Background: an optimization exercise with open tools, aiming at small area. Do not read the settings as production practice. No functional check of the RTL was part of any run shown here. Power and IR drop assume default switching activity.

[design.v]
module resample_interp #(
    parameter int SYM_WIDTH = 1,
    parameter int INT_WIDTH = 1,
    parameter int DEC_WIDTH = 14,
    parameter int MU_WIDTH  = 8,
    parameter int DEPTH     = 8,
    parameter int CNT_WIDTH = 16,
    localparam int DW = SYM_WIDTH + INT_WIDTH + DEC_WIDTH,
    localparam int LW = $clog2(DEPTH) + 1
) (
    input  logic                 clk,
    input  logic                 rst,
    input  logic                 flush,
    input  logic                 in_valid,
    input  logic [DW-1:0]        in_i,
    input  logic [DW-1:0]        in_q,
    input  logic                 mk,
    input  logic [MU_WIDTH-1:0]  mu,
    input  logic                 mode,
    input  logic                 out_ready,
    output logic                 out_valid,
    output logic [DW-1:0]        out_i,
    output logic [DW-1:0]        out_q,
    output logic [LW-1:0]        fifo_level,
    output logic                 overflow,
    output logic [CNT_WIDTH-1:0] sym_cnt
);
    localparam int AW = $clog2(DEPTH);
    localparam logic [DW-1:0] SGN = DW'(1) << (DW - 1);
    logic                 strobe;
    logic                 x_zero;
    logic [DW-1:0]        x_i, x_q;
    logic                 s1_valid, s2_valid, s3_valid;
    logic [DW-1:0]        s1_a_i, s1_a_q;
    logic [MU_WIDTH-1:0]  s1_mu;
    logic [DW-1:0]        s2_y_i, s2_y_q, s3_y_i, s3_y_q;
    logic [DW-1:0]        y_i, y_q;
    logic [DW-1:0]        mem_i [DEPTH];
    logic [DW-1:0]        mem_q [DEPTH];
    logic [AW-1:0]        wr_ptr, rd_ptr;
    logic                 full, pop, wr_ok;
    assign strobe = in_valid && mk;
    always_ff @(posedge clk or posedge rst) begin
        if (rst) begin
            x_zero   <= 1'b1;
            s1_valid <= 1'b0;
            s2_valid <= 1'b0;
            s3_valid <= 1'b0;
        end else if (flush) begin
            x_zero   <= 1'b1;
            s1_valid <= 1'b0;
            s2_valid <= 1'b0;
            s3_valid <= 1'b0;
        end else begin
            if (in_valid) x_zero <= 1'b0;
            s1_valid <= strobe;
            s2_valid <= s1_valid;
            s3_valid <= s2_valid;
        end
    end
    always_ff @(posedge clk) begin
        if (in_valid) begin
            x_i <= in_i ^ SGN;
            x_q <= in_q ^ SGN;
        end
        s1_a_i <= !mode ? in_i ^ SGN : x_zero ? SGN : x_i;
        s1_a_q <= !mode ? in_q ^ SGN : x_zero ? SGN : x_q;
        s1_mu  <= mu;
        s2_y_i <= y_i ^ SGN;
        s2_y_q <= y_q ^ SGN;
        s3_y_i <= s2_y_i;
        s3_y_q <= s2_y_q;
    end
    logic [15:0] ari_1;
    logic [15:0] ari_2;
    logic [15:0] ari_3;
    logic [15:0] ari_4;
    logic [15:0] ari_5;
    logic [15:0] ari_6;
    logic [15:0] ari_7;
    logic [15:0] ari_8;
    logic ari_9;
    logic ari_10;
    logic ari_11;
    logic ari_12;
    logic ari_13;
    logic ari_14;
    logic ari_15;
    logic ari_16;
    logic ari_17;
    logic ari_18;
    logic ari_19;
    logic ari_20;
    logic ari_21;
    logic ari_22;
    logic ari_23;
    logic ari_24;
    logic ari_25;
    logic ari_26;
    logic ari_27;
    logic ari_28;
    logic ari_29;
    logic ari_30;
    logic ari_31;
    logic ari_32;
    logic ari_33;
    logic ari_34;
    logic ari_35;
    logic ari_36;
    logic ari_37;
    logic ari_38;
    logic ari_39;
    logic ari_40;
    logic ari_41;
    logic ari_42;
    logic ari_43;
    logic ari_44;
    logic ari_45;
    logic ari_46;
    logic ari_47;
    logic ari_48;
    logic ari_49;
    logic ari_50;
    logic ari_51;
    logic ari_52;
    logic ari_53;
    logic ari_54;
    logic ari_55;
    logic ari_56;
    logic ari_57;
    logic ari_58;
    logic ari_59;
    logic ari_60;
    logic ari_61;
    logic ari_62;
    logic ari_63;
    logic ari_64;
    logic ari_65;
    logic ari_66;
    logic ari_67;
    logic ari_68;
    logic ari_69;
    logic ari_70;
    logic ari_71;
    logic ari_72;
    logic ari_73;
    logic ari_74;
    logic ari_75;
    logic ari_76;
    logic ari_77;
    logic ari_78;
    logic ari_79;
    logic ari_80;
    logic ari_81;
    logic ari_82;
    logic ari_83;
    logic ari_84;
    logic ari_85;
    logic ari_86;
    logic ari_87;
    logic ari_88;
    logic ari_89;
    logic ari_90;
    logic ari_91;
    logic ari_92;
    logic ari_93;
    logic ari_94;
    logic ari_95;
    logic ari_96;
    logic ari_97;
    logic ari_98;
    logic ari_99;
    logic ari_100;
    logic ari_101;
    logic ari_102;
    logic ari_103;
    logic ari_104;
    logic ari_105;
    logic ari_106;
    logic ari_107;
    logic ari_108;
    logic ari_109;
    logic ari_110;
    logic ari_111;
    logic ari_112;
    logic ari_113;
    logic ari_114;
    logic ari_115;
    logic ari_116;
    logic ari_117;
    logic ari_118;
    logic ari_119;
    logic ari_120;
    logic ari_121;
    logic ari_122;
    logic ari_123;
    logic ari_124;
    logic ari_125;
    logic ari_126;
    logic ari_127;
    logic ari_128;
    logic ari_129;
    logic ari_130;
    logic ari_131;
    logic ari_132;
    logic ari_133;
    logic ari_134;
    logic ari_135;
    logic ari_136;
    logic ari_137;
    logic ari_138;
    logic ari_139;
    logic ari_140;
    logic ari_141;
    logic ari_142;
    logic ari_143;
    logic ari_144;
    logic ari_145;
    logic ari_146;
    logic ari_147;
    logic ari_148;
    logic ari_149;
    logic ari_150;
    logic ari_151;
    logic ari_152;
    logic ari_153;
    logic ari_154;
    logic ari_155;
    logic ari_156;
    logic ari_157;
    logic ari_158;
    logic ari_159;
    logic ari_160;
    logic ari_161;
    logic ari_162;
    logic ari_163;
    logic ari_164;
    logic ari_165;
    logic ari_166;
    logic ari_167;
    logic ari_168;
    logic ari_169;
    logic ari_170;
    logic ari_171;
    logic ari_172;
    logic ari_173;
    logic ari_174;
    logic ari_175;
    logic ari_176;
    logic ari_177;
    logic ari_178;
    logic ari_179;
    logic ari_180;
    logic ari_181;
    logic ari_182;
    logic ari_183;
    logic ari_184;
    logic ari_185;
    logic ari_186;
    logic ari_187;
    logic ari_188;
    logic ari_189;
    logic ari_190;
    logic ari_191;
    logic ari_192;
    logic ari_193;
    logic ari_194;
    logic ari_195;
    logic ari_196;
    logic ari_197;
    logic ari_198;
    logic ari_199;
    logic ari_200;
    logic ari_201;
    logic ari_202;
    logic ari_203;
    logic ari_204;
    logic ari_205;
    logic ari_206;
    logic ari_207;
    logic ari_208;
    logic ari_209;
    logic ari_210;
    logic ari_211;
    logic ari_212;
    logic ari_213;
    logic ari_214;
    logic ari_215;
    logic ari_216;
    logic ari_217;
    logic ari_218;
    logic ari_219;
    logic ari_220;
    logic ari_221;
    logic ari_222;
    logic ari_223;
    logic ari_224;
    logic ari_225;
    logic ari_226;
    logic ari_227;
    logic ari_228;
    logic ari_229;
    logic ari_230;
    logic ari_231;
    logic ari_232;
    logic ari_233;
    logic ari_234;
    logic ari_235;
    logic ari_236;
    logic ari_237;
    logic ari_238;
    logic ari_239;
    logic ari_240;
    logic ari_241;
    logic ari_242;
    logic ari_243;
    logic ari_244;
    logic ari_245;
    logic ari_246;
    logic ari_247;
    logic ari_248;
    logic ari_249;
    logic ari_250;
    logic ari_251;
    logic ari_252;
    logic ari_253;
    logic ari_254;
    logic ari_255;
    logic ari_256;
    logic ari_257;
    logic ari_258;
    logic ari_259;
    logic ari_260;
    logic ari_261;
    logic ari_262;
    logic ari_263;
    logic ari_264;
    logic ari_265;
    logic ari_266;
    logic ari_267;
    logic ari_268;
    logic ari_269;
    logic ari_270;
    logic ari_271;
    logic ari_272;
    logic ari_273;
    logic ari_274;
    logic ari_275;
    logic ari_276;
    logic ari_277;
    logic ari_278;
    logic ari_279;
    logic ari_280;
    logic ari_281;
    logic ari_282;
    logic ari_283;
    logic ari_284;
    logic ari_285;
    logic ari_286;
    logic ari_287;
    logic ari_288;
    logic ari_289;
    logic ari_290;
    logic ari_291;
    logic ari_292;
    logic ari_293;
    logic ari_294;
    logic ari_295;
    logic ari_296;
    logic ari_297;
    logic ari_298;
    logic ari_299;
    logic ari_300;
    logic ari_301;
    logic ari_302;
    logic ari_303;
    logic ari_304;
    logic ari_305;
    logic ari_306;
    logic ari_307;
    logic ari_308;
    logic ari_309;
    logic ari_310;
    logic ari_311;
    logic ari_312;
    logic ari_313;
    logic ari_314;
    logic ari_315;
    logic ari_316;
    logic ari_317;
    logic ari_318;
    logic ari_319;
    logic ari_320;
    logic ari_321;
    logic ari_322;
    assign ari_1 = s1_mu[0] ? x_i : s1_a_i;
    assign ari_2 = s1_mu[1] ? x_i : s1_a_i;
    assign ari_3 = s1_mu[2] ? x_i : s1_a_i;
    assign ari_4 = s1_mu[3] ? x_i : s1_a_i;
    assign ari_5 = s1_mu[4] ? x_i : s1_a_i;
    assign ari_6 = s1_mu[5] ? x_i : s1_a_i;
    assign ari_7 = s1_mu[6] ? x_i : s1_a_i;
    assign ari_8 = s1_mu[7] ? x_i : s1_a_i;
    assign ari_9 = ~(s1_a_i[7] ^ ari_1[7]);
    assign ari_10 = s1_a_i[7] | ari_1[7];
    ri_ha u_ari_11 (s1_a_i[1], ari_1[1], ari_11, ari_12);
    ri_fa u_ari_13 (s1_a_i[2], ari_1[2], ari_2[1], ari_13, ari_14);
    ri_ha u_ari_15 (ari_3[0], ari_12, ari_15, ari_16);
    ri_fa u_ari_17 (s1_a_i[3], ari_1[3], ari_2[2], ari_17, ari_18);
    ri_fa u_ari_19 (ari_3[1], ari_4[0], ari_14, ari_19, ari_20);
    ri_ha u_ari_21 (ari_16, ari_17, ari_21, ari_22);
    ri_fa u_ari_23 (s1_a_i[4], ari_1[4], ari_2[3], ari_23, ari_24);
    ri_fa u_ari_25 (ari_3[2], ari_4[1], ari_5[0], ari_25, ari_26);
    ri_fa u_ari_27 (ari_18, ari_23, ari_25, ari_27, ari_28);
    ri_ha u_ari_29 (ari_22, ari_20, ari_29, ari_30);
    ri_fa u_ari_31 (s1_a_i[5], ari_1[5], ari_2[4], ari_31, ari_32);
    ri_fa u_ari_33 (ari_3[3], ari_4[2], ari_5[1], ari_33, ari_34);
    ri_fa u_ari_35 (ari_6[0], ari_24, ari_26, ari_35, ari_36);
    ri_fa u_ari_37 (ari_31, ari_33, ari_28, ari_37, ari_38);
    ri_ha u_ari_39 (ari_35, ari_30, ari_39, ari_40);
    ri_fa u_ari_41 (s1_a_i[6], ari_1[6], ari_2[5], ari_41, ari_42);
    ri_fa u_ari_43 (ari_3[4], ari_4[3], ari_5[2], ari_43, ari_44);
    ri_fa u_ari_45 (ari_6[1], ari_7[0], ari_32, ari_45, ari_46);
    ri_fa u_ari_47 (ari_34, ari_41, ari_43, ari_47, ari_48);
    ri_fa u_ari_49 (ari_36, ari_45, ari_47, ari_49, ari_50);
    ri_ha u_ari_51 (ari_38, ari_40, ari_51, ari_52);
    ri_fa u_ari_53 (ari_2[6], ari_3[5], ari_4[4], ari_53, ari_54);
    ri_fa u_ari_55 (ari_5[3], ari_6[2], ari_7[1], ari_55, ari_56);
    ri_fa u_ari_57 (ari_8[0], ari_9, ari_42, ari_57, ari_58);
    ri_fa u_ari_59 (ari_44, ari_53, ari_55, ari_59, ari_60);
    ri_fa u_ari_61 (ari_46, ari_48, ari_57, ari_61, ari_62);
    ri_fa u_ari_63 (ari_59, ari_50, ari_61, ari_63, ari_64);
    ri_fa u_ari_65 (s1_a_i[8], ari_1[8], ari_2[7], ari_65, ari_66);
    ri_fa u_ari_67 (ari_3[6], ari_4[5], ari_5[4], ari_67, ari_68);
    ri_fa u_ari_69 (ari_6[3], ari_7[2], ari_8[1], ari_69, ari_70);
    ri_fa u_ari_71 (ari_10, ari_54, ari_56, ari_71, ari_72);
    ri_fa u_ari_73 (ari_65, ari_67, ari_69, ari_73, ari_74);
    ri_fa u_ari_75 (ari_58, ari_60, ari_71, ari_75, ari_76);
    ri_fa u_ari_77 (ari_73, ari_62, ari_75, ari_77, ari_78);
    ri_fa u_ari_79 (s1_a_i[9], ari_1[9], ari_2[8], ari_79, ari_80);
    ri_fa u_ari_81 (ari_3[7], ari_4[6], ari_5[5], ari_81, ari_82);
    ri_fa u_ari_83 (ari_6[4], ari_7[3], ari_8[2], ari_83, ari_84);
    ri_fa u_ari_85 (ari_66, ari_68, ari_70, ari_85, ari_86);
    ri_fa u_ari_87 (ari_79, ari_81, ari_83, ari_87, ari_88);
    ri_fa u_ari_89 (ari_72, ari_74, ari_85, ari_89, ari_90);
    ri_fa u_ari_91 (ari_87, ari_76, ari_89, ari_91, ari_92);
    ri_fa u_ari_93 (s1_a_i[10], ari_1[10], ari_2[9], ari_93, ari_94);
    ri_fa u_ari_95 (ari_3[8], ari_4[7], ari_5[6], ari_95, ari_96);
    ri_fa u_ari_97 (ari_6[5], ari_7[4], ari_8[3], ari_97, ari_98);
    ri_fa u_ari_99 (ari_80, ari_82, ari_84, ari_99, ari_100);
    ri_fa u_ari_101 (ari_93, ari_95, ari_97, ari_101, ari_102);
    ri_fa u_ari_103 (ari_86, ari_88, ari_99, ari_103, ari_104);
    ri_fa u_ari_105 (ari_101, ari_90, ari_103, ari_105, ari_106);
    ri_fa u_ari_107 (s1_a_i[11], ari_1[11], ari_2[10], ari_107, ari_108);
    ri_fa u_ari_109 (ari_3[9], ari_4[8], ari_5[7], ari_109, ari_110);
    ri_fa u_ari_111 (ari_6[6], ari_7[5], ari_8[4], ari_111, ari_112);
    ri_fa u_ari_113 (ari_94, ari_96, ari_98, ari_113, ari_114);
    ri_fa u_ari_115 (ari_107, ari_109, ari_111, ari_115, ari_116);
    ri_fa u_ari_117 (ari_100, ari_102, ari_113, ari_117, ari_118);
    ri_fa u_ari_119 (ari_115, ari_104, ari_117, ari_119, ari_120);
    ri_fa u_ari_121 (s1_a_i[12], ari_1[12], ari_2[11], ari_121, ari_122);
    ri_fa u_ari_123 (ari_3[10], ari_4[9], ari_5[8], ari_123, ari_124);
    ri_fa u_ari_125 (ari_6[7], ari_7[6], ari_8[5], ari_125, ari_126);
    ri_fa u_ari_127 (ari_108, ari_110, ari_112, ari_127, ari_128);
    ri_fa u_ari_129 (ari_121, ari_123, ari_125, ari_129, ari_130);
    ri_fa u_ari_131 (ari_114, ari_116, ari_127, ari_131, ari_132);
    ri_fa u_ari_133 (ari_129, ari_118, ari_131, ari_133, ari_134);
    ri_fa u_ari_135 (s1_a_i[13], ari_1[13], ari_2[12], ari_135, ari_136);
    ri_fa u_ari_137 (ari_3[11], ari_4[10], ari_5[9], ari_137, ari_138);
    ri_fa u_ari_139 (ari_6[8], ari_7[7], ari_8[6], ari_139, ari_140);
    ri_fa u_ari_141 (ari_122, ari_124, ari_126, ari_141, ari_142);
    ri_fa u_ari_143 (ari_135, ari_137, ari_139, ari_143, ari_144);
    ri_fa u_ari_145 (ari_128, ari_130, ari_141, ari_145, ari_146);
    ri_fa u_ari_147 (ari_143, ari_132, ari_145, ari_147, ari_148);
    ri_fa u_ari_149 (s1_a_i[14], ari_1[14], ari_2[13], ari_149, ari_150);
    ri_fa u_ari_151 (ari_3[12], ari_4[11], ari_5[10], ari_151, ari_152);
    ri_fa u_ari_153 (ari_6[9], ari_7[8], ari_8[7], ari_153, ari_154);
    ri_fa u_ari_155 (ari_136, ari_138, ari_140, ari_155, ari_156);
    ri_fa u_ari_157 (ari_149, ari_151, ari_153, ari_157, ari_158);
    ri_fa u_ari_159 (ari_142, ari_144, ari_155, ari_159, ari_160);
    ri_fa u_ari_161 (ari_157, ari_146, ari_159, ari_161, ari_162);
    ri_fa u_ari_163 (s1_a_i[15], ari_1[15], ari_2[14], ari_163, ari_164);
    ri_fa u_ari_165 (ari_3[13], ari_4[12], ari_5[11], ari_165, ari_166);
    ri_fa u_ari_167 (ari_6[10], ari_7[9], ari_8[8], ari_167, ari_168);
    ri_fa u_ari_169 (ari_150, ari_152, ari_154, ari_169, ari_170);
    ri_fa u_ari_171 (ari_163, ari_165, ari_167, ari_171, ari_172);
    ri_fa u_ari_173 (ari_156, ari_158, ari_169, ari_173, ari_174);
    ri_fa u_ari_175 (ari_171, ari_160, ari_173, ari_175, ari_176);
    ri_fa u_ari_177 (ari_2[15], ari_3[14], ari_4[13], ari_177, ari_178);
    ri_fa u_ari_179 (ari_5[12], ari_6[11], ari_7[10], ari_179, ari_180);
    ri_fa u_ari_181 (ari_8[9], ari_164, ari_166, ari_181, ari_182);
    ri_fa u_ari_183 (ari_168, ari_177, ari_179, ari_183, ari_184);
    ri_fa u_ari_185 (ari_170, ari_172, ari_181, ari_185, ari_186);
    ri_fa u_ari_187 (ari_183, ari_174, ari_185, ari_187, ari_188);
    ri_fa u_ari_189 (ari_3[15], ari_4[14], ari_5[13], ari_189, ari_190);
    ri_fa u_ari_191 (ari_6[12], ari_7[11], ari_8[10], ari_191, ari_192);
    ri_fa u_ari_193 (ari_178, ari_180, ari_189, ari_193, ari_194);
    ri_fa u_ari_195 (ari_191, ari_182, ari_184, ari_195, ari_196);
    ri_fa u_ari_197 (ari_193, ari_186, ari_195, ari_197, ari_198);
    ri_fa u_ari_199 (ari_4[15], ari_5[14], ari_6[13], ari_199, ari_200);
    ri_fa u_ari_201 (ari_7[12], ari_8[11], ari_190, ari_201, ari_202);
    ri_fa u_ari_203 (ari_192, ari_199, ari_194, ari_203, ari_204);
    ri_fa u_ari_205 (ari_201, ari_196, ari_203, ari_205, ari_206);
    ri_fa u_ari_207 (ari_5[15], ari_6[14], ari_7[13], ari_207, ari_208);
    ri_fa u_ari_209 (ari_8[12], ari_200, ari_207, ari_209, ari_210);
    ri_fa u_ari_211 (ari_202, ari_209, ari_204, ari_211, ari_212);
    ri_fa u_ari_213 (ari_6[15], ari_7[14], ari_8[13], ari_213, ari_214);
    ri_fa u_ari_215 (ari_208, ari_213, ari_210, ari_215, ari_216);
    ri_fa u_ari_217 (ari_7[15], ari_8[14], ari_214, ari_217, ari_218);
    assign ari_219 = s1_a_i[0] & ari_1[0];
    ri_maj u_ari_220 (ari_2[0], ari_11, ari_219, ari_220);
    ri_maj u_ari_221 (ari_13, ari_15, ari_220, ari_221);
    ri_maj u_ari_222 (ari_21, ari_19, ari_221, ari_222);
    ri_maj u_ari_223 (ari_27, ari_29, ari_222, ari_223);
    ri_maj u_ari_224 (ari_39, ari_37, ari_223, ari_224);
    ri_maj u_ari_225 (ari_49, ari_51, ari_224, ari_225);
    ri_maj u_ari_226 (ari_52, ari_63, ari_225, ari_226);
    ri_ha u_ari_227 (ari_64, ari_77, ari_227, ari_228);
    ri_ha u_ari_229 (ari_78, ari_91, ari_229, ari_230);
    ri_ha u_ari_231 (ari_92, ari_105, ari_231, ari_232);
    ri_ha u_ari_233 (ari_106, ari_119, ari_233, ari_234);
    ri_ha u_ari_235 (ari_120, ari_133, ari_235, ari_236);
    ri_ha u_ari_237 (ari_134, ari_147, ari_237, ari_238);
    ri_ha u_ari_239 (ari_148, ari_161, ari_239, ari_240);
    ri_ha u_ari_241 (ari_162, ari_175, ari_241, ari_242);
    ri_ha u_ari_243 (ari_176, ari_187, ari_243, ari_244);
    ri_ha u_ari_245 (ari_188, ari_197, ari_245, ari_246);
    ri_ha u_ari_247 (ari_198, ari_205, ari_247, ari_248);
    ri_ha u_ari_249 (ari_206, ari_211, ari_249, ari_250);
    ri_ha u_ari_251 (ari_215, ari_212, ari_251, ari_252);
    ri_ha u_ari_253 (ari_217, ari_216, ari_253, ari_254);
    ri_ha u_ari_255 (ari_8[15], ari_218, ari_255, ari_256);
    assign ari_257 = ari_228 | (ari_227 & ari_226);
    assign ari_258 = ari_230 | (ari_229 & ari_257);
    assign ari_259 = ari_234 | (ari_233 & ari_232);
    assign ari_260 = ari_233 & ari_231;
    assign ari_261 = ari_238 | (ari_237 & ari_236);
    assign ari_262 = ari_237 & ari_235;
    assign ari_263 = ari_242 | (ari_241 & ari_240);
    assign ari_264 = ari_241 & ari_239;
    assign ari_265 = ari_246 | (ari_245 & ari_244);
    assign ari_266 = ari_245 & ari_243;
    assign ari_267 = ari_250 | (ari_249 & ari_248);
    assign ari_268 = ari_249 & ari_247;
    assign ari_269 = ari_254 | (ari_253 & ari_252);
    assign ari_270 = ari_253 & ari_251;
    assign ari_271 = 1'b0 | (1'b0 & ari_256);
    assign ari_272 = 1'b0 & ari_255;
    assign ari_273 = ari_232 | (ari_231 & ari_258);
    assign ari_274 = ari_259 | (ari_260 & ari_258);
    assign ari_275 = ari_240 | (ari_239 & ari_261);
    assign ari_276 = ari_239 & ari_262;
    assign ari_277 = ari_263 | (ari_264 & ari_261);
    assign ari_278 = ari_264 & ari_262;
    assign ari_279 = ari_248 | (ari_247 & ari_265);
    assign ari_280 = ari_247 & ari_266;
    assign ari_281 = ari_267 | (ari_268 & ari_265);
    assign ari_282 = ari_268 & ari_266;
    assign ari_283 = ari_256 | (ari_255 & ari_269);
    assign ari_284 = ari_255 & ari_270;
    assign ari_285 = ari_271 | (ari_272 & ari_269);
    assign ari_286 = ari_272 & ari_270;
    assign ari_287 = ari_236 | (ari_235 & ari_274);
    assign ari_288 = ari_261 | (ari_262 & ari_274);
    assign ari_289 = ari_275 | (ari_276 & ari_274);
    assign ari_290 = ari_277 | (ari_278 & ari_274);
    assign ari_291 = ari_252 | (ari_251 & ari_281);
    assign ari_292 = ari_251 & ari_282;
    assign ari_293 = ari_269 | (ari_270 & ari_281);
    assign ari_294 = ari_270 & ari_282;
    assign ari_295 = ari_283 | (ari_284 & ari_281);
    assign ari_296 = ari_284 & ari_282;
    assign ari_297 = ari_285 | (ari_286 & ari_281);
    assign ari_298 = ari_286 & ari_282;
    assign ari_299 = ari_244 | (ari_243 & ari_290);
    assign ari_300 = ari_265 | (ari_266 & ari_290);
    assign ari_301 = ari_279 | (ari_280 & ari_290);
    assign ari_302 = ari_281 | (ari_282 & ari_290);
    assign ari_303 = ari_291 | (ari_292 & ari_290);
    assign ari_304 = ari_293 | (ari_294 & ari_290);
    assign ari_305 = ari_295 | (ari_296 & ari_290);
    assign ari_306 = ari_297 | (ari_298 & ari_290);
    assign ari_307 = ari_227 ^ ari_226;
    assign ari_308 = ari_229 ^ ari_257;
    assign ari_309 = ari_231 ^ ari_258;
    assign ari_310 = ari_233 ^ ari_273;
    assign ari_311 = ari_235 ^ ari_274;
    assign ari_312 = ari_237 ^ ari_287;
    assign ari_313 = ari_239 ^ ari_288;
    assign ari_314 = ari_241 ^ ari_289;
    assign ari_315 = ari_243 ^ ari_290;
    assign ari_316 = ari_245 ^ ari_299;
    assign ari_317 = ari_247 ^ ari_300;
    assign ari_318 = ari_249 ^ ari_301;
    assign ari_319 = ari_251 ^ ari_302;
    assign ari_320 = ari_253 ^ ari_303;
    assign ari_321 = ari_255 ^ ari_304;
    assign ari_322 = 1'b0 ^ ari_305;
    assign y_i = {ari_322, ari_321, ari_320, ari_319, ari_318, ari_317, ari_316, ari_315, ari_314, ari_313, ari_312, ari_311, ari_310, ari_309, ari_308, ari_307};
    logic [15:0] arq_1;
    logic [15:0] arq_2;
    logic [15:0] arq_3;
    logic [15:0] arq_4;
    logic [15:0] arq_5;
    logic [15:0] arq_6;
    logic [15:0] arq_7;
    logic [15:0] arq_8;
    logic arq_9;
    logic arq_10;
    logic arq_11;
    logic arq_12;
    logic arq_13;
    logic arq_14;
    logic arq_15;
    logic arq_16;
    logic arq_17;
    logic arq_18;
    logic arq_19;
    logic arq_20;
    logic arq_21;
    logic arq_22;
    logic arq_23;
    logic arq_24;
    logic arq_25;
    logic arq_26;
    logic arq_27;
    logic arq_28;
    logic arq_29;
    logic arq_30;
    logic arq_31;
    logic arq_32;
    logic arq_33;
    logic arq_34;
    logic arq_35;
    logic arq_36;
    logic arq_37;
    logic arq_38;
    logic arq_39;
    logic arq_40;
    logic arq_41;
    logic arq_42;
    logic arq_43;
    logic arq_44;
    logic arq_45;
    logic arq_46;
    logic arq_47;
    logic arq_48;
    logic arq_49;
    logic arq_50;
    logic arq_51;
    logic arq_52;
    logic arq_53;
    logic arq_54;
    logic arq_55;
    logic arq_56;
    logic arq_57;
    logic arq_58;
    logic arq_59;
    logic arq_60;
    logic arq_61;
    logic arq_62;
    logic arq_63;
    logic arq_64;
    logic arq_65;
    logic arq_66;
    logic arq_67;
    logic arq_68;
    logic arq_69;
    logic arq_70;
    logic arq_71;
    logic arq_72;
    logic arq_73;
    logic arq_74;
    logic arq_75;
    logic arq_76;
    logic arq_77;
    logic arq_78;
    logic arq_79;
    logic arq_80;
    logic arq_81;
    logic arq_82;
    logic arq_83;
    logic arq_84;
    logic arq_85;
    logic arq_86;
    logic arq_87;
    logic arq_88;
    logic arq_89;
    logic arq_90;
    logic arq_91;
    logic arq_92;
    logic arq_93;
    logic arq_94;
    logic arq_95;
    logic arq_96;
    logic arq_97;
    logic arq_98;
    logic arq_99;
    logic arq_100;
    logic arq_101;
    logic arq_102;
    logic arq_103;
    logic arq_104;
    logic arq_105;
    logic arq_106;
    logic arq_107;
    logic arq_108;
    logic arq_109;
    logic arq_110;
    logic arq_111;
    logic arq_112;
    logic arq_113;
    logic arq_114;
    logic arq_115;
    logic arq_116;
    logic arq_117;
    logic arq_118;
    logic arq_119;
    logic arq_120;
    logic arq_121;
    logic arq_122;
    logic arq_123;
    logic arq_124;
    logic arq_125;
    logic arq_126;
    logic arq_127;
    logic arq_128;
    logic arq_129;
    logic arq_130;
    logic arq_131;
    logic arq_132;
    logic arq_133;
    logic arq_134;
    logic arq_135;
    logic arq_136;
    logic arq_137;
    logic arq_138;
    logic arq_139;
    logic arq_140;
    logic arq_141;
    logic arq_142;
    logic arq_143;
    logic arq_144;
    logic arq_145;
    logic arq_146;
    logic arq_147;
    logic arq_148;
    logic arq_149;
    logic arq_150;
    logic arq_151;
    logic arq_152;
    logic arq_153;
    logic arq_154;
    logic arq_155;
    logic arq_156;
    logic arq_157;
    logic arq_158;
    logic arq_159;
    logic arq_160;
    logic arq_161;
    logic arq_162;
    logic arq_163;
    logic arq_164;
    logic arq_165;
    logic arq_166;
    logic arq_167;
    logic arq_168;
    logic arq_169;
    logic arq_170;
    logic arq_171;
    logic arq_172;
    logic arq_173;
    logic arq_174;
    logic arq_175;
    logic arq_176;
    logic arq_177;
    logic arq_178;
    logic arq_179;
    logic arq_180;
    logic arq_181;
    logic arq_182;
    logic arq_183;
    logic arq_184;
    logic arq_185;
    logic arq_186;
    logic arq_187;
    logic arq_188;
    logic arq_189;
    logic arq_190;
    logic arq_191;
    logic arq_192;
    logic arq_193;
    logic arq_194;
    logic arq_195;
    logic arq_196;
    logic arq_197;
    logic arq_198;
    logic arq_199;
    logic arq_200;
    logic arq_201;
    logic arq_202;
    logic arq_203;
    logic arq_204;
    logic arq_205;
    logic arq_206;
    logic arq_207;
    logic arq_208;
    logic arq_209;
    logic arq_210;
    logic arq_211;
    logic arq_212;
    logic arq_213;
    logic arq_214;
    logic arq_215;
    logic arq_216;
    logic arq_217;
    logic arq_218;
    logic arq_219;
    logic arq_220;
    logic arq_221;
    logic arq_222;
    logic arq_223;
    logic arq_224;
    logic arq_225;
    logic arq_226;
    logic arq_227;
    logic arq_228;
    logic arq_229;
    logic arq_230;
    logic arq_231;
    logic arq_232;
    logic arq_233;
    logic arq_234;
    logic arq_235;
    logic arq_236;
    logic arq_237;
    logic arq_238;
    logic arq_239;
    logic arq_240;
    logic arq_241;
    logic arq_242;
    logic arq_243;
    logic arq_244;
    logic arq_245;
    logic arq_246;
    logic arq_247;
    logic arq_248;
    logic arq_249;
    logic arq_250;
    logic arq_251;
    logic arq_252;
    logic arq_253;
    logic arq_254;
    logic arq_255;
    logic arq_256;
    logic arq_257;
    logic arq_258;
    logic arq_259;
    logic arq_260;
    logic arq_261;
    logic arq_262;
    logic arq_263;
    logic arq_264;
    logic arq_265;
    logic arq_266;
    logic arq_267;
    logic arq_268;
    logic arq_269;
    logic arq_270;
    logic arq_271;
    logic arq_272;
    logic arq_273;
    logic arq_274;
    logic arq_275;
    logic arq_276;
    logic arq_277;
    logic arq_278;
    logic arq_279;
    logic arq_280;
    logic arq_281;
    logic arq_282;
    logic arq_283;
    logic arq_284;
    logic arq_285;
    logic arq_286;
    logic arq_287;
    logic arq_288;
    logic arq_289;
    logic arq_290;
    logic arq_291;
    logic arq_292;
    logic arq_293;
    logic arq_294;
    logic arq_295;
    logic arq_296;
    logic arq_297;
    logic arq_298;
    logic arq_299;
    logic arq_300;
    logic arq_301;
    logic arq_302;
    logic arq_303;
    logic arq_304;
    logic arq_305;
    logic arq_306;
    logic arq_307;
    logic arq_308;
    logic arq_309;
    logic arq_310;
    logic arq_311;
    logic arq_312;
    logic arq_313;
    logic arq_314;
    logic arq_315;
    logic arq_316;
    logic arq_317;
    logic arq_318;
    logic arq_319;
    logic arq_320;
    logic arq_321;
    logic arq_322;
    assign arq_1 = s1_mu[0] ? x_q : s1_a_q;
    assign arq_2 = s1_mu[1] ? x_q : s1_a_q;
    assign arq_3 = s1_mu[2] ? x_q : s1_a_q;
    assign arq_4 = s1_mu[3] ? x_q : s1_a_q;
    assign arq_5 = s1_mu[4] ? x_q : s1_a_q;
    assign arq_6 = s1_mu[5] ? x_q : s1_a_q;
    assign arq_7 = s1_mu[6] ? x_q : s1_a_q;
    assign arq_8 = s1_mu[7] ? x_q : s1_a_q;
    assign arq_9 = ~(s1_a_q[7] ^ arq_1[7]);
    assign arq_10 = s1_a_q[7] | arq_1[7];
    ri_ha u_arq_11 (s1_a_q[1], arq_1[1], arq_11, arq_12);
    ri_fa u_arq_13 (s1_a_q[2], arq_1[2], arq_2[1], arq_13, arq_14);
    ri_ha u_arq_15 (arq_3[0], arq_12, arq_15, arq_16);
    ri_fa u_arq_17 (s1_a_q[3], arq_1[3], arq_2[2], arq_17, arq_18);
    ri_fa u_arq_19 (arq_3[1], arq_4[0], arq_14, arq_19, arq_20);
    ri_ha u_arq_21 (arq_16, arq_17, arq_21, arq_22);
    ri_fa u_arq_23 (s1_a_q[4], arq_1[4], arq_2[3], arq_23, arq_24);
    ri_fa u_arq_25 (arq_3[2], arq_4[1], arq_5[0], arq_25, arq_26);
    ri_fa u_arq_27 (arq_18, arq_23, arq_25, arq_27, arq_28);
    ri_ha u_arq_29 (arq_22, arq_20, arq_29, arq_30);
    ri_fa u_arq_31 (s1_a_q[5], arq_1[5], arq_2[4], arq_31, arq_32);
    ri_fa u_arq_33 (arq_3[3], arq_4[2], arq_5[1], arq_33, arq_34);
    ri_fa u_arq_35 (arq_6[0], arq_24, arq_26, arq_35, arq_36);
    ri_fa u_arq_37 (arq_31, arq_33, arq_28, arq_37, arq_38);
    ri_ha u_arq_39 (arq_35, arq_30, arq_39, arq_40);
    ri_fa u_arq_41 (s1_a_q[6], arq_1[6], arq_2[5], arq_41, arq_42);
    ri_fa u_arq_43 (arq_3[4], arq_4[3], arq_5[2], arq_43, arq_44);
    ri_fa u_arq_45 (arq_6[1], arq_7[0], arq_32, arq_45, arq_46);
    ri_fa u_arq_47 (arq_34, arq_41, arq_43, arq_47, arq_48);
    ri_fa u_arq_49 (arq_36, arq_45, arq_47, arq_49, arq_50);
    ri_ha u_arq_51 (arq_38, arq_40, arq_51, arq_52);
    ri_fa u_arq_53 (arq_2[6], arq_3[5], arq_4[4], arq_53, arq_54);
    ri_fa u_arq_55 (arq_5[3], arq_6[2], arq_7[1], arq_55, arq_56);
    ri_fa u_arq_57 (arq_8[0], arq_9, arq_42, arq_57, arq_58);
    ri_fa u_arq_59 (arq_44, arq_53, arq_55, arq_59, arq_60);
    ri_fa u_arq_61 (arq_46, arq_48, arq_57, arq_61, arq_62);
    ri_fa u_arq_63 (arq_59, arq_50, arq_61, arq_63, arq_64);
    ri_fa u_arq_65 (s1_a_q[8], arq_1[8], arq_2[7], arq_65, arq_66);
    ri_fa u_arq_67 (arq_3[6], arq_4[5], arq_5[4], arq_67, arq_68);
    ri_fa u_arq_69 (arq_6[3], arq_7[2], arq_8[1], arq_69, arq_70);
    ri_fa u_arq_71 (arq_10, arq_54, arq_56, arq_71, arq_72);
    ri_fa u_arq_73 (arq_65, arq_67, arq_69, arq_73, arq_74);
    ri_fa u_arq_75 (arq_58, arq_60, arq_71, arq_75, arq_76);
    ri_fa u_arq_77 (arq_73, arq_62, arq_75, arq_77, arq_78);
    ri_fa u_arq_79 (s1_a_q[9], arq_1[9], arq_2[8], arq_79, arq_80);
    ri_fa u_arq_81 (arq_3[7], arq_4[6], arq_5[5], arq_81, arq_82);
    ri_fa u_arq_83 (arq_6[4], arq_7[3], arq_8[2], arq_83, arq_84);
    ri_fa u_arq_85 (arq_66, arq_68, arq_70, arq_85, arq_86);
    ri_fa u_arq_87 (arq_79, arq_81, arq_83, arq_87, arq_88);
    ri_fa u_arq_89 (arq_72, arq_74, arq_85, arq_89, arq_90);
    ri_fa u_arq_91 (arq_87, arq_76, arq_89, arq_91, arq_92);
    ri_fa u_arq_93 (s1_a_q[10], arq_1[10], arq_2[9], arq_93, arq_94);
    ri_fa u_arq_95 (arq_3[8], arq_4[7], arq_5[6], arq_95, arq_96);
    ri_fa u_arq_97 (arq_6[5], arq_7[4], arq_8[3], arq_97, arq_98);
    ri_fa u_arq_99 (arq_80, arq_82, arq_84, arq_99, arq_100);
    ri_fa u_arq_101 (arq_93, arq_95, arq_97, arq_101, arq_102);
    ri_fa u_arq_103 (arq_86, arq_88, arq_99, arq_103, arq_104);
    ri_fa u_arq_105 (arq_101, arq_90, arq_103, arq_105, arq_106);
    ri_fa u_arq_107 (s1_a_q[11], arq_1[11], arq_2[10], arq_107, arq_108);
    ri_fa u_arq_109 (arq_3[9], arq_4[8], arq_5[7], arq_109, arq_110);
    ri_fa u_arq_111 (arq_6[6], arq_7[5], arq_8[4], arq_111, arq_112);
    ri_fa u_arq_113 (arq_94, arq_96, arq_98, arq_113, arq_114);
    ri_fa u_arq_115 (arq_107, arq_109, arq_111, arq_115, arq_116);
    ri_fa u_arq_117 (arq_100, arq_102, arq_113, arq_117, arq_118);
    ri_fa u_arq_119 (arq_115, arq_104, arq_117, arq_119, arq_120);
    ri_fa u_arq_121 (s1_a_q[12], arq_1[12], arq_2[11], arq_121, arq_122);
    ri_fa u_arq_123 (arq_3[10], arq_4[9], arq_5[8], arq_123, arq_124);
    ri_fa u_arq_125 (arq_6[7], arq_7[6], arq_8[5], arq_125, arq_126);
    ri_fa u_arq_127 (arq_108, arq_110, arq_112, arq_127, arq_128);
    ri_fa u_arq_129 (arq_121, arq_123, arq_125, arq_129, arq_130);
    ri_fa u_arq_131 (arq_114, arq_116, arq_127, arq_131, arq_132);
    ri_fa u_arq_133 (arq_129, arq_118, arq_131, arq_133, arq_134);
    ri_fa u_arq_135 (s1_a_q[13], arq_1[13], arq_2[12], arq_135, arq_136);
    ri_fa u_arq_137 (arq_3[11], arq_4[10], arq_5[9], arq_137, arq_138);
    ri_fa u_arq_139 (arq_6[8], arq_7[7], arq_8[6], arq_139, arq_140);
    ri_fa u_arq_141 (arq_122, arq_124, arq_126, arq_141, arq_142);
    ri_fa u_arq_143 (arq_135, arq_137, arq_139, arq_143, arq_144);
    ri_fa u_arq_145 (arq_128, arq_130, arq_141, arq_145, arq_146);
    ri_fa u_arq_147 (arq_143, arq_132, arq_145, arq_147, arq_148);
    ri_fa u_arq_149 (s1_a_q[14], arq_1[14], arq_2[13], arq_149, arq_150);
    ri_fa u_arq_151 (arq_3[12], arq_4[11], arq_5[10], arq_151, arq_152);
    ri_fa u_arq_153 (arq_6[9], arq_7[8], arq_8[7], arq_153, arq_154);
    ri_fa u_arq_155 (arq_136, arq_138, arq_140, arq_155, arq_156);
    ri_fa u_arq_157 (arq_149, arq_151, arq_153, arq_157, arq_158);
    ri_fa u_arq_159 (arq_142, arq_144, arq_155, arq_159, arq_160);
    ri_fa u_arq_161 (arq_157, arq_146, arq_159, arq_161, arq_162);
    ri_fa u_arq_163 (s1_a_q[15], arq_1[15], arq_2[14], arq_163, arq_164);
    ri_fa u_arq_165 (arq_3[13], arq_4[12], arq_5[11], arq_165, arq_166);
    ri_fa u_arq_167 (arq_6[10], arq_7[9], arq_8[8], arq_167, arq_168);
    ri_fa u_arq_169 (arq_150, arq_152, arq_154, arq_169, arq_170);
    ri_fa u_arq_171 (arq_163, arq_165, arq_167, arq_171, arq_172);
    ri_fa u_arq_173 (arq_156, arq_158, arq_169, arq_173, arq_174);
    ri_fa u_arq_175 (arq_171, arq_160, arq_173, arq_175, arq_176);
    ri_fa u_arq_177 (arq_2[15], arq_3[14], arq_4[13], arq_177, arq_178);
    ri_fa u_arq_179 (arq_5[12], arq_6[11], arq_7[10], arq_179, arq_180);
    ri_fa u_arq_181 (arq_8[9], arq_164, arq_166, arq_181, arq_182);
    ri_fa u_arq_183 (arq_168, arq_177, arq_179, arq_183, arq_184);
    ri_fa u_arq_185 (arq_170, arq_172, arq_181, arq_185, arq_186);
    ri_fa u_arq_187 (arq_183, arq_174, arq_185, arq_187, arq_188);
    ri_fa u_arq_189 (arq_3[15], arq_4[14], arq_5[13], arq_189, arq_190);
    ri_fa u_arq_191 (arq_6[12], arq_7[11], arq_8[10], arq_191, arq_192);
    ri_fa u_arq_193 (arq_178, arq_180, arq_189, arq_193, arq_194);
    ri_fa u_arq_195 (arq_191, arq_182, arq_184, arq_195, arq_196);
    ri_fa u_arq_197 (arq_193, arq_186, arq_195, arq_197, arq_198);
    ri_fa u_arq_199 (arq_4[15], arq_5[14], arq_6[13], arq_199, arq_200);
    ri_fa u_arq_201 (arq_7[12], arq_8[11], arq_190, arq_201, arq_202);
    ri_fa u_arq_203 (arq_192, arq_199, arq_194, arq_203, arq_204);
    ri_fa u_arq_205 (arq_201, arq_196, arq_203, arq_205, arq_206);
    ri_fa u_arq_207 (arq_5[15], arq_6[14], arq_7[13], arq_207, arq_208);
    ri_fa u_arq_209 (arq_8[12], arq_200, arq_207, arq_209, arq_210);
    ri_fa u_arq_211 (arq_202, arq_209, arq_204, arq_211, arq_212);
    ri_fa u_arq_213 (arq_6[15], arq_7[14], arq_8[13], arq_213, arq_214);
    ri_fa u_arq_215 (arq_208, arq_213, arq_210, arq_215, arq_216);
    ri_fa u_arq_217 (arq_7[15], arq_8[14], arq_214, arq_217, arq_218);
    assign arq_219 = s1_a_q[0] & arq_1[0];
    ri_maj u_arq_220 (arq_2[0], arq_11, arq_219, arq_220);
    ri_maj u_arq_221 (arq_13, arq_15, arq_220, arq_221);
    ri_maj u_arq_222 (arq_21, arq_19, arq_221, arq_222);
    ri_maj u_arq_223 (arq_27, arq_29, arq_222, arq_223);
    ri_maj u_arq_224 (arq_39, arq_37, arq_223, arq_224);
    ri_maj u_arq_225 (arq_49, arq_51, arq_224, arq_225);
    ri_maj u_arq_226 (arq_52, arq_63, arq_225, arq_226);
    ri_ha u_arq_227 (arq_64, arq_77, arq_227, arq_228);
    ri_ha u_arq_229 (arq_78, arq_91, arq_229, arq_230);
    ri_ha u_arq_231 (arq_92, arq_105, arq_231, arq_232);
    ri_ha u_arq_233 (arq_106, arq_119, arq_233, arq_234);
    ri_ha u_arq_235 (arq_120, arq_133, arq_235, arq_236);
    ri_ha u_arq_237 (arq_134, arq_147, arq_237, arq_238);
    ri_ha u_arq_239 (arq_148, arq_161, arq_239, arq_240);
    ri_ha u_arq_241 (arq_162, arq_175, arq_241, arq_242);
    ri_ha u_arq_243 (arq_176, arq_187, arq_243, arq_244);
    ri_ha u_arq_245 (arq_188, arq_197, arq_245, arq_246);
    ri_ha u_arq_247 (arq_198, arq_205, arq_247, arq_248);
    ri_ha u_arq_249 (arq_206, arq_211, arq_249, arq_250);
    ri_ha u_arq_251 (arq_215, arq_212, arq_251, arq_252);
    ri_ha u_arq_253 (arq_217, arq_216, arq_253, arq_254);
    ri_ha u_arq_255 (arq_8[15], arq_218, arq_255, arq_256);
    assign arq_257 = arq_228 | (arq_227 & arq_226);
    assign arq_258 = arq_230 | (arq_229 & arq_257);
    assign arq_259 = arq_234 | (arq_233 & arq_232);
    assign arq_260 = arq_233 & arq_231;
    assign arq_261 = arq_238 | (arq_237 & arq_236);
    assign arq_262 = arq_237 & arq_235;
    assign arq_263 = arq_242 | (arq_241 & arq_240);
    assign arq_264 = arq_241 & arq_239;
    assign arq_265 = arq_246 | (arq_245 & arq_244);
    assign arq_266 = arq_245 & arq_243;
    assign arq_267 = arq_250 | (arq_249 & arq_248);
    assign arq_268 = arq_249 & arq_247;
    assign arq_269 = arq_254 | (arq_253 & arq_252);
    assign arq_270 = arq_253 & arq_251;
    assign arq_271 = 1'b0 | (1'b0 & arq_256);
    assign arq_272 = 1'b0 & arq_255;
    assign arq_273 = arq_232 | (arq_231 & arq_258);
    assign arq_274 = arq_259 | (arq_260 & arq_258);
    assign arq_275 = arq_240 | (arq_239 & arq_261);
    assign arq_276 = arq_239 & arq_262;
    assign arq_277 = arq_263 | (arq_264 & arq_261);
    assign arq_278 = arq_264 & arq_262;
    assign arq_279 = arq_248 | (arq_247 & arq_265);
    assign arq_280 = arq_247 & arq_266;
    assign arq_281 = arq_267 | (arq_268 & arq_265);
    assign arq_282 = arq_268 & arq_266;
    assign arq_283 = arq_256 | (arq_255 & arq_269);
    assign arq_284 = arq_255 & arq_270;
    assign arq_285 = arq_271 | (arq_272 & arq_269);
    assign arq_286 = arq_272 & arq_270;
    assign arq_287 = arq_236 | (arq_235 & arq_274);
    assign arq_288 = arq_261 | (arq_262 & arq_274);
    assign arq_289 = arq_275 | (arq_276 & arq_274);
    assign arq_290 = arq_277 | (arq_278 & arq_274);
    assign arq_291 = arq_252 | (arq_251 & arq_281);
    assign arq_292 = arq_251 & arq_282;
    assign arq_293 = arq_269 | (arq_270 & arq_281);
    assign arq_294 = arq_270 & arq_282;
    assign arq_295 = arq_283 | (arq_284 & arq_281);
    assign arq_296 = arq_284 & arq_282;
    assign arq_297 = arq_285 | (arq_286 & arq_281);
    assign arq_298 = arq_286 & arq_282;
    assign arq_299 = arq_244 | (arq_243 & arq_290);
    assign arq_300 = arq_265 | (arq_266 & arq_290);
    assign arq_301 = arq_279 | (arq_280 & arq_290);
    assign arq_302 = arq_281 | (arq_282 & arq_290);
    assign arq_303 = arq_291 | (arq_292 & arq_290);
    assign arq_304 = arq_293 | (arq_294 & arq_290);
    assign arq_305 = arq_295 | (arq_296 & arq_290);
    assign arq_306 = arq_297 | (arq_298 & arq_290);
    assign arq_307 = arq_227 ^ arq_226;
    assign arq_308 = arq_229 ^ arq_257;
    assign arq_309 = arq_231 ^ arq_258;
    assign arq_310 = arq_233 ^ arq_273;
    assign arq_311 = arq_235 ^ arq_274;
    assign arq_312 = arq_237 ^ arq_287;
    assign arq_313 = arq_239 ^ arq_288;
    assign arq_314 = arq_241 ^ arq_289;
    assign arq_315 = arq_243 ^ arq_290;
    assign arq_316 = arq_245 ^ arq_299;
    assign arq_317 = arq_247 ^ arq_300;
    assign arq_318 = arq_249 ^ arq_301;
    assign arq_319 = arq_251 ^ arq_302;
    assign arq_320 = arq_253 ^ arq_303;
    assign arq_321 = arq_255 ^ arq_304;
    assign arq_322 = 1'b0 ^ arq_305;
    assign y_q = {arq_322, arq_321, arq_320, arq_319, arq_318, arq_317, arq_316, arq_315, arq_314, arq_313, arq_312, arq_311, arq_310, arq_309, arq_308, arq_307};
    assign wr_ptr    = rd_ptr + fifo_level[AW-1:0];
    assign full      = fifo_level == LW'(DEPTH);
    assign out_valid = fifo_level != '0;
    assign pop       = out_valid && out_ready;
    assign wr_ok     = s3_valid && (!full || pop);
    always_comb begin
        out_i = '0;
        out_q = '0;
        for (int k = 0; k < DEPTH; k++) begin
            if (out_valid && rd_ptr == AW'(k)) begin
                out_i = out_i | mem_i[k];
                out_q = out_q | mem_q[k];
            end
        end
    end
    always_ff @(posedge clk) begin
        if (!full || pop) begin
            mem_i[wr_ptr] <= s3_y_i;
            mem_q[wr_ptr] <= s3_y_q;
        end
    end
    always_ff @(posedge clk or posedge rst) begin
        if (rst) begin
            rd_ptr     <= '0;
            fifo_level <= '0;
            overflow   <= 1'b0;
            sym_cnt    <= '0;
        end else if (flush) begin
            rd_ptr     <= '0;
            fifo_level <= '0;
            overflow   <= 1'b0;
            sym_cnt    <= '0;
        end else begin
            if (wr_ok) begin
                sym_cnt <= sym_cnt + CNT_WIDTH'(1);
            end
            if (pop) begin
                rd_ptr <= rd_ptr + AW'(1);
            end
            case ({wr_ok, pop})
                2'b10:   fifo_level <= fifo_level + LW'(1);
                2'b01:   fifo_level <= fifo_level - LW'(1);
                default: fifo_level <= fifo_level;
            endcase
            if (s3_valid && !wr_ok) begin
                overflow <= 1'b1;
            end
        end
    end
endmodule
module ri_fa (
    input  logic a, b, c,
    output logic s, co
);
    assign s  = a ^ b ^ c;
    assign co = (a & b) | (c & (a ^ b));
endmodule
module ri_maj (
    input  logic a, b, c,
    output logic co
);
    assign co = (a & b) | (a & c) | (b & c);
endmodule
module ri_ao (
    input  logic gh, ph, gl,
    output logic g
);
    assign g = gh | (ph & gl);
endmodule
module ri_and (
    input  logic a, b,
    output logic y
);
    assign y = a & b;
endmodule
module ri_xor (
    input  logic a, b,
    output logic y
);
    assign y = a ^ b;
endmodule
module ri_ha (
    input  logic a, b,
    output logic s, co
);
    assign s  = a ^ b;
    assign co = a & b;
endmodule
[flow/run.sh]
#!/bin/bash
# Layout flow: the standard ORFS flow (standard.sh, synthesis unchanged)
# with two changes to the layout steps:
#   * port buffers use the smallest buffer (buf_1) instead of the resizer's
#     default choice; every input and output port still gets a buffer;
#   * clock tree synthesis runs without dummy loads and builds the tree from
#     clkbuf_8 cells with sink clusters of at most 20 flip-flops.
# Each tool's full output is in orfs/logs/ (one log per step); make's own
# output goes to flow_make.log in the work folder.
set -euo pipefail
export BUFFER_PORTS_ARGS="-buffer_cell sky130_fd_sc_hd__buf_1"
export CTS_ARGS="-sink_clustering_enable -repair_clock_nets -dont_use_dummy_load -buf_list sky130_fd_sc_hd__clkbuf_8 -sink_clustering_size 20 -sink_clustering_max_diameter 50"
bash standard.sh > flow_make.log 2>&1
[standard.sh]
#!/bin/bash
# synth_recipe.tcl (not shown) runs the flow's synth.tcl, then flattens the netlist and writes it again
# the make line also repeats each setting of config.mk as NAME=value (left out here)
make -C /OpenROAD-flow-scripts/flow DESIGN_CONFIG=/design/flow/config.mk WORK_HOME=/design/flow/orfs CLKGATE_MAP_FILE= SYNTH_SCRIPT=/design/flow/synth_recipe.tcl "${@:-finish}"
[config.mk]
export PLATFORM = sky130hd
export DESIGN_NAME = resample_interp
export DESIGN_NICKNAME = resample_interp
export VERILOG_FILES = /design/flow/design.v
export SDC_FILE = /design/flow/constraint.sdc
export NUM_CORES = 4
export LEC_CHECK = 0
export CAP_MARGIN = 20
export CORE_MARGIN = 2
export CORE_UTILIZATION = 65
export PLACE_DENSITY = 0.75
export SLEW_MARGIN = 20
export SYNTH_HIERARCHICAL = 1
export SYNTH_MINIMUM_KEEP_SIZE = 0
[constraint.sdc]
create_clock -name core_clock -period 6.0 [get_ports {clk}]
set_input_delay 1.2000 -clock core_clock [delete_from_list [all_inputs] [get_ports {clk}]]
set_output_delay 1.2000 -clock core_clock [all_outputs]
set_load 0.01 [all_outputs]
==> results.ini, run 1 <==
[sta]
skew_ps=98.1
hold_viol_final=0
max_freq_ghz=0.181
min_period_ps=5520
fin_crit_sh_pct=92.0
final-setup-viol-count=0
maxSlewViolCount=0
tns_ps=0
fin_hold_ws_ps=213
rsz0062_at_grt=no
slew_headroom_pct=32.5
worst_pin_slew_ps=1010
setup_ws_ps=483

[pwr]
pwr-share-comb_pct=51.9
pwr_density_cell_nw_per_um2=559
power.leakage_nw=8.86
power_frac_clock_pct=10.4
power_frac_seq_pct=37.7
p_sw_mw=5.30
intPower_mw=8.08
swShare_pct=39.6
ir_drop_mv=0.353

[final_layout]
multi_input_area_um2=10700
layout_commonest_cell=edfxtp_1
antenna_cells=0
synthToLayoutAreaGrowth_pct=5.94
drive_gt1_share_pct=21.8
finalCoreUtilization_pct=69.7
fillerInstances=2353
nNetsFinal=1914
finalInstanceArea_um2=24000
final_cell_mix=288 x edfxtp_1, 238 x mux2_2, 198 x fa_1
register_area_um2=11400

[yosys]
ys_types=50
synth_seq_cells=420
synth_compound_area_share_pct=6.83
yosysSeqAreaShare_pct=50.6
synthCells=1518
ys.flop_type=edfxtp_1
synth_warnings=7
synthArstFlopShare_pct=6.67
synthesis.nets=1827
synthXorXnorAreaFrac_pct=1.28
avgSynthCellArea_um2=14.9
synthAdderAreaFrac_pct=21.8
synth_top_family_by_area=adder cells
synth.cell_area_um2=22600
synthSimpleGateAreaFrac_pct=4.82
synth-edff-count=288
synth.area.mux_share_pct=12.2

[detailed_routing]
wl_per_cell_um=23.6
drc=0
vias=13000
vias_per_cell=6.29
totalWireLength_um=48600
final_antenna_net_count=0
first_pass_iters=10
drt_iter0_drc=1071

[clock_network]
cts_resized=0
clockBufferDepth=3
htreeDepth=2
cts_buffers=37
clockRootBuffer=clkbuf_8
cts_sinks=420
cts_setup_buffers=0
clkLatencyLatePin_ps=600
tritoncts=yes
hold_buffers=0
clk_pin_slew_ps=100

[placed_design]
hpwl_um=32300
dpl_cell_area_um2=23400
portBuffers=100
globalplace.congestion=0.878
pre_cts_ws_ps=451

[setup_path]
crit_path_max_fanout=12
path_delay_family=adder cells
cpPeakStageDelay_ps=640
cp_slowest_cell=dfxtp_1
reg2reg_slack_ps=480
crit_top_cell=fa_1
worst-path-buf-inv=1
worstPathArrival_ps=5980
end_kind=flop
crit_chain=buf_4, mux2_2, fa_1, fa_1, fa_1, fa_1, maj3_2, ha_1, or2_2, ha_1, o211ai_1, a211oi_1, or2_2, a221oi_1, xnor2_1
crit_path_start_kind=flop
required_ps=6460
critical_path_class=reg -> reg

[floorplanning]
start_util_pct=65.8
io_pins=101
chipWidth_um=190
die_area_um2=36300
core_area_um2=34400
rows=68
die-height_um=190

[flow_run]
maxCapViolations=0

[global_route]
grt_max_degree=63
grt_pass1_wl_um=76300
track_usage_pct=27.6
first_global_vias=13500
gr-total-overflow=0
grt_antenna_before_repair=0

[min_path]
hp-class=reg -> reg

[run_status]
outcome=timing/DRC/antenna clean

## power groups by stage
stage	combinational, mW	clock, mW	sequential [mW]
global placement	6.81	0	5.04
finish	6.95	1.39	5.05
floorplan	5.03	0	4.90
global route	7.80	1.52	5.14
detailed placement	6.94	0	5.11
CTS	6.99	1.42	5.04
## registers in the layout (all words and copies together), names as in the netlist, 8 cells and up
register,cells
mem_i,128
mem_q,128
s1_a_i,16
s1_a_q,16
s2_y_i,16
s2_y_q,16
s3_y_i,16
s3_y_q,16
sym_cnt,16
x_i,16
x_q,16
s1_mu,8
## routing by layer
layer / up-vias / track usage, % / share of wire (%)
li1: 5817 / - / -
met1: 6614 / 39.1 / 43
met2: 457 / 45.2 / 48
met3: 65 / 4.44 / 7.0
met4: 0 / 7.36 / 1.7
met5: - / 0 / 0
## per-module statistics from Yosys (local to each module, per instance)
| module | copies in the design | flops+latches | cells | area (um2) |
|---|---|---|---|---|
| resample_interp | 1 | 420 | 1266 | 18000 |
| ri_maj | 14 | 0 | 1 | 11.3 |
| ri_fa | 196 | 0 | 1 | 20.0 |
| ri_ha | 42 | 0 | 1 | 12.5 |
## through the flow
stage | total power [mW] | std cells
2_1_floorplan | 9.93 | 1518
3_3_place_gp | 11.8 | 2021
3_5_place_dp | 12.1 | 2021
4_1_cts | 13.5 | 2058
5_1_grt | 14.5 | 2058
6_report | 13.4 | 2058
## synthesized netlist by cell type (6+ instances only)
library cell,number,area share (%)
nand2_1,39,0.65
and2_1,6,0.17
dfrtp_1,27,3.0
ha_1,64,3.5
xnor2_1,25,0.97
clkbuf_1,51,0.85
a211oi_1,6,0.20
nor3_1,19,0.42
xor2_1,8,0.31
buf_2,9,0.20
buf_1,11,0.18
a222oi_1,64,2.8
a21oi_1,18,0.40
nand3_1,38,0.84
a22oi_1,32,1.1
maj3_2,14,0.70
nand3b_1,30,1.0
o21ai_0,52,1.2
mux2_2,238,12
a21o_1,8,0.27
nor2_1,38,0.63
dfxtp_1,104,9.2
mux2i_1,7,0.31
fa_1,198,18
or2_2,8,0.22
inv_1,52,0.86
buf_6,9,0.45
edfxtp_1,288,38
## logic make-up (layout without fill, tap and decap cells)
kind of cell	count (synthesis)	count (layout)
flops	420	420
fa+ha+maj	276	276
mux	245	245
simple gates	206	206
compound gates	205	205
buf+inv	133	218
xor+xnor	33	33
## layout make-up
type | count | share of cell area, %
multi-input combinational | 965 | 44.5
tap | 455 | 2.38
sequential | 420 | 47.7
timing repair buffer | 129 | 2.49
inverter | 52 | 0.815
clock buffer | 37 | 2.13
## final timing paths
path,start,cells after the start,end
worst max-delay path,s1_mu[0]$_DFF_P_,15,s2_y_q[14]$_DFF_P_
worst min-delay path,s2_y_i[8]$_DFF_P_,0,s3_y_i[8]$_DFF_P_
worst max register to register,s1_mu[0]$_DFF_P_,15,s2_y_q[14]$_DFF_P_
worst min register to register,s2_y_i[8]$_DFF_P_,0,s3_y_i[8]$_DFF_P_
max in group asynchronous,rst,2,s1_valid$_DFF_PP0_
min in group asynchronous,rst,2,sym_cnt[14]$_DFFE_PP0P_
==> run 2, diff against run 1 <==
--- a/flow/run.sh
+++ b/flow/run.sh
@@ -9,5 +9,5 @@
 # output goes to flow_make.log in the work folder.
 set -euo pipefail
 export BUFFER_PORTS_ARGS="-buffer_cell sky130_fd_sc_hd__buf_1"
-export CTS_ARGS="-sink_clustering_enable -repair_clock_nets -dont_use_dummy_load -buf_list sky130_fd_sc_hd__clkbuf_8 -sink_clustering_size 20 -sink_clustering_max_diameter 50"
+export CTS_ARGS='-sink_clustering_enable -repair_clock_nets -dont_use_dummy_load -buf_list {sky130_fd_sc_hd__clkbuf_4 sky130_fd_sc_hd__clkbuf_8} -sink_clustering_buffer sky130_fd_sc_hd__clkbuf_8 -sink_clustering_size 20 -sink_clustering_max_diameter 50'
 bash standard.sh > flow_make.log 2>&1
==> run 2 against run 1 <==
Net effect:
- clock skew unchanged
- via count unchanged
- critical path type unchanged
- sequential share of layout area unchanged
- clock-buffer cell count unchanged
- die area unchanged
- worst setup slack unchanged
==> results.ini, run 2 <==
[yosys]
synth.area.mux_share_pct=12.2  ; unchanged
synthAdderAreaFrac_pct=21.8  ; unchanged
synth-edff-count=288  ; unchanged
ys_top_cells_by_area=edfxtp_1 38%, fa_1 18%, mux2_2 12%, dfxtp_1 9.2%, ha_1 3.5%  ; unchanged
synth_compound_area_share_pct=6.83  ; unchanged
synthTopCellsByCount=288 x edfxtp_1, 238 x mux2_2, 198 x fa_1, 104 x dfxtp_1  ; unchanged
synth.cell_area_um2=22600  ; unchanged
synthXorXnorAreaFrac_pct=1.28  ; unchanged
yosysTopAreaCell=edfxtp_1  ; unchanged
yosysSeqAreaShare_pct=50.6  ; unchanged
synthMostInstantiatedCell=edfxtp_1  ; unchanged
synthArstFlopShare_pct=6.67  ; unchanged
synthSimpleGateAreaFrac_pct=4.82  ; unchanged
avgSynthCellArea_um2=14.9  ; unchanged
ys.flop_type=edfxtp_1  ; unchanged
synth.top_cell.area_share_pct=38.3  ; unchanged
synth_top_family_by_area=adder cells  ; unchanged
synthesis.nets=1827  ; unchanged
ys_types=50  ; unchanged
synth_seq_cells=420  ; unchanged
synth_warnings=7  ; unchanged
synthCells=1518  ; unchanged

[final_layout]
nNetsFinal=1914  ; unchanged
finalCoreUtilization_pct=69.7  ; unchanged
synthToLayoutAreaGrowth_pct=5.94  ; unchanged
final_cell_mix=288 x edfxtp_1, 238 x mux2_2, 198 x fa_1  ; unchanged
top_regs=mem_i x128, mem_q x128  ; unchanged
layout_commonest_cell=edfxtp_1  ; unchanged
drive_gt1_share_pct=21.8  ; unchanged
antenna_cells=0  ; unchanged

[sta]
final-setup-viol-count=0  ; unchanged
maxSlewViolCount=0  ; unchanged
hold_viol_final=0  ; unchanged
skew_ps=98.1  ; unchanged
min_period_ps=5520  ; unchanged
fin_hold_ws_ps=213  ; unchanged
slew_headroom_pct=32.5  ; unchanged
rsz0062_at_grt=no  ; unchanged
worst_pin_slew_ps=1010  ; unchanged
fin_crit_sh_pct=92.0  ; unchanged
tns_ps=0  ; unchanged
max_freq_ghz=0.181  ; unchanged
setup_ws_ps=483  ; unchanged

[detailed_routing]
vias_per_cell=6.29  ; unchanged
drt_iter0_drc=1071  ; unchanged
vias=13000  ; unchanged
first_pass_iters=10  ; unchanged
totalWireLength_um=48600  ; unchanged
wl_per_cell_um=23.6  ; unchanged
drc=0  ; unchanged
final_antenna_net_count=0  ; unchanged

[placed_design]
globalplace.congestion=0.878  ; unchanged
portBuffers=100  ; unchanged
pre_cts_ws_ps=451  ; unchanged
hpwl_um=32300  ; unchanged

[clock_network]
tritoncts=yes  ; unchanged
cts_sinks=420  ; unchanged
cts_setup_buffers=0  ; unchanged
clkLatencyLatePin_ps=600  ; about the same
clk_pin_slew_ps=100  ; about the same
cts_buffers=37  ; unchanged
cts_resized=0  ; unchanged
clockBufferDepth=3  ; unchanged
clockRootBuffer=clkbuf_8  ; unchanged
htreeDepth=2  ; unchanged
hold_buffers=0  ; unchanged

[setup_path]
critical_path_depth=15  ; unchanged
crit_path_start_kind=flop  ; unchanged
crit_path_max_fanout=12  ; unchanged
cpPeakStageDelay_ps=640  ; about the same
reg2reg_depth=15  ; unchanged
path_delay_family=adder cells  ; unchanged
worst-path-buf-inv=1  ; unchanged
end_kind=flop  ; unchanged
crit_chain=buf_4, mux2_2, fa_1, fa_1, fa_1, fa_1, maj3_2, ha_1, or2_2, ha_1, o211ai_1, a211oi_1, or2_2, a221oi_1, xnor2_1  ; unchanged
worstPathArrival_ps=5980  ; about the same
cp_slowest_cell=dfxtp_1  ; unchanged
timing.rr.end=s2_y_q[14]$_DFF_P_  ; unchanged
critical_path_class=reg -> reg  ; unchanged
crit_top_cell=fa_1  ; unchanged
r2r_start=s1_mu[0]$_DFF_P_  ; unchanged
reg2reg_slack_ps=480  ; about the same
required_ps=6460  ; about the same

[floorplanning]
die_area_um2=36300  ; unchanged
start_util_pct=65.8  ; unchanged
chipWidth_um=190  ; unchanged
core_area_um2=34400  ; unchanged
io_pins=101  ; unchanged
die-height_um=190  ; unchanged
rows=68  ; unchanged

[global_route]
gr-total-overflow=0  ; unchanged
grt_max_degree=63  ; unchanged
first_global_vias=13500  ; unchanged
grt_antenna_before_repair=0  ; unchanged
grt_pass1_wl_um=76300  ; unchanged
track_usage_pct=27.6  ; unchanged

[min_path]
whs_path_depth=0  ; unchanged
hp-start=s2_y_i[8]$_DFF_P_  ; unchanged
hp-class=reg -> reg  ; unchanged
hold_end=s3_y_i[8]$_DFF_P_  ; unchanged

[flow_run]
maxCapViolations=0  ; unchanged

[pwr]
pwr_density_cell_nw_per_um2=559  ; unchanged
ir_drop_mv=0.353  ; unchanged
power.leakage_nw=8.86  ; unchanged

[run_status]
outcome=timing/DRC/antenna clean  ; unchanged

run 2: where the power goes:
group	internal [mW]	switching [mW]
clock network	0.550	0.835
logic	3.04	3.91
registers	4.49	0.552
run 2: Yosys stat by module (local to each module, per instance):
module	cells	times used	flip-flops and latches	cell area, um2
ri_ha	1	42	0	12.5
ri_fa	1	196	0	20.0
resample_interp	1266	1	420	18000
ri_maj	1	14	0	11.3
run 2: cell type report:
type,count,area [um2]
Tap cell,455,569
Clock buffer,37,509
Sequential cell,420,11400
Multi-Input combinational cell,965,10700
Inverter,52,195
Timing Repair Buffer,129,596
Fill cell,2353,10400
run 2: cells by family after synthesis:
group           count (synthesis)
compound gates                205
xor+xnor                       33
fa+ha+maj                     276
buf+inv                       133
flops                         420
mux                           245
simple gates                  206
run 2: how the worst max path moves through the flow:
stage | from | end | slack, ps
floorplan | s1_mu[1]$_DFF_P_ | s2_y_q[15]$_DFF_P_ | 600
global placement | s1_mu[0]$_DFF_P_ | s2_y_i[15]$_DFF_P_ | 550
detailed placement | s1_mu[0]$_DFF_P_ | s2_y_q[14]$_DFF_P_ | 450
CTS | s1_mu[0]$_DFF_P_ | s2_y_q[14]$_DFF_P_ | 440
global route | s1_mu[0]$_DFF_P_ | s2_y_q[14]$_DFF_P_ | 200
finish | s1_mu[0]$_DFF_P_ | s2_y_q[14]$_DFF_P_ | 480
run 2: metrics by stage:
step,power (mW),area (um2),cells
finish,13.4,24000,2058
global route,14.5,24000,2058
CTS,13.5,24000,2058
detailed placement,12.1,23400,2021
global placement,11.8,23400,2021
floorplan,9.93,22600,1518
run 2: worst reg2reg max path: stages (launching register included):
cell and delay, ps:
dfxtp_1 640, buf_4 310, mux2_2 370, fa_1 480, fa_1 450, fa_1 550, fa_1 420, maj3_2 320
ha_1 180, or2_2 280, ha_1 190, o211ai_1 250, a211oi_1 130, or2_2 300, a221oi_1 390, xnor2_1 170
run 2: metal layers:
| metal | global-route usage (%) | vias to the layer above | share of wire (%) |
|---|---|---|---|
| met5 | 0 | - | 0 |
| li1 | - | 5817 | - |
| met3 | 4.44 | 65 | 7.0 |
| met2 | 45.2 | 457 | 48 |
| met1 | 39.1 | 6614 | 43 |
| met4 | 7.36 | 0 | 1.7 |

[port drivers added, routing unchanged]
The results above use ideal ports. As a check the final layouts listed here were re-extracted and re-timed, cells and wires unchanged.
Step 1 (the two cells are an assumption about what drives the block):
set clk [get_ports {clk}]
set_driving_cell -lib_cell sky130_fd_sc_hd__clkbuf_16 $clk
set_driving_cell -lib_cell sky130_fd_sc_hd__buf_2 [delete_from_list [all_inputs] $clk]
Step 2, shift: input delay + t, output delay - t, t = (earliest + latest rising clock arrival at the registers) / 2. This alone moves slack from input paths to output paths.
Slacks: ideal / step 1 / step 2; pairs: ideal / step 1.
| run | t, ns | slack for setup (ns) | worst register clock-pin slew, ns | worst data-port slew with drivers (ns) |
|---|---|---|---|---|
| run 1 | 0.608 | 0.483 / 0.483 / 0.483 | 0.11 / 0.11 | 0.07 |
| run 2 | 0.608 | 0.483 / 0.483 / 0.483 | 0.11 / 0.11 | 0.07 |
After both steps every run listed still meets setup and hold.
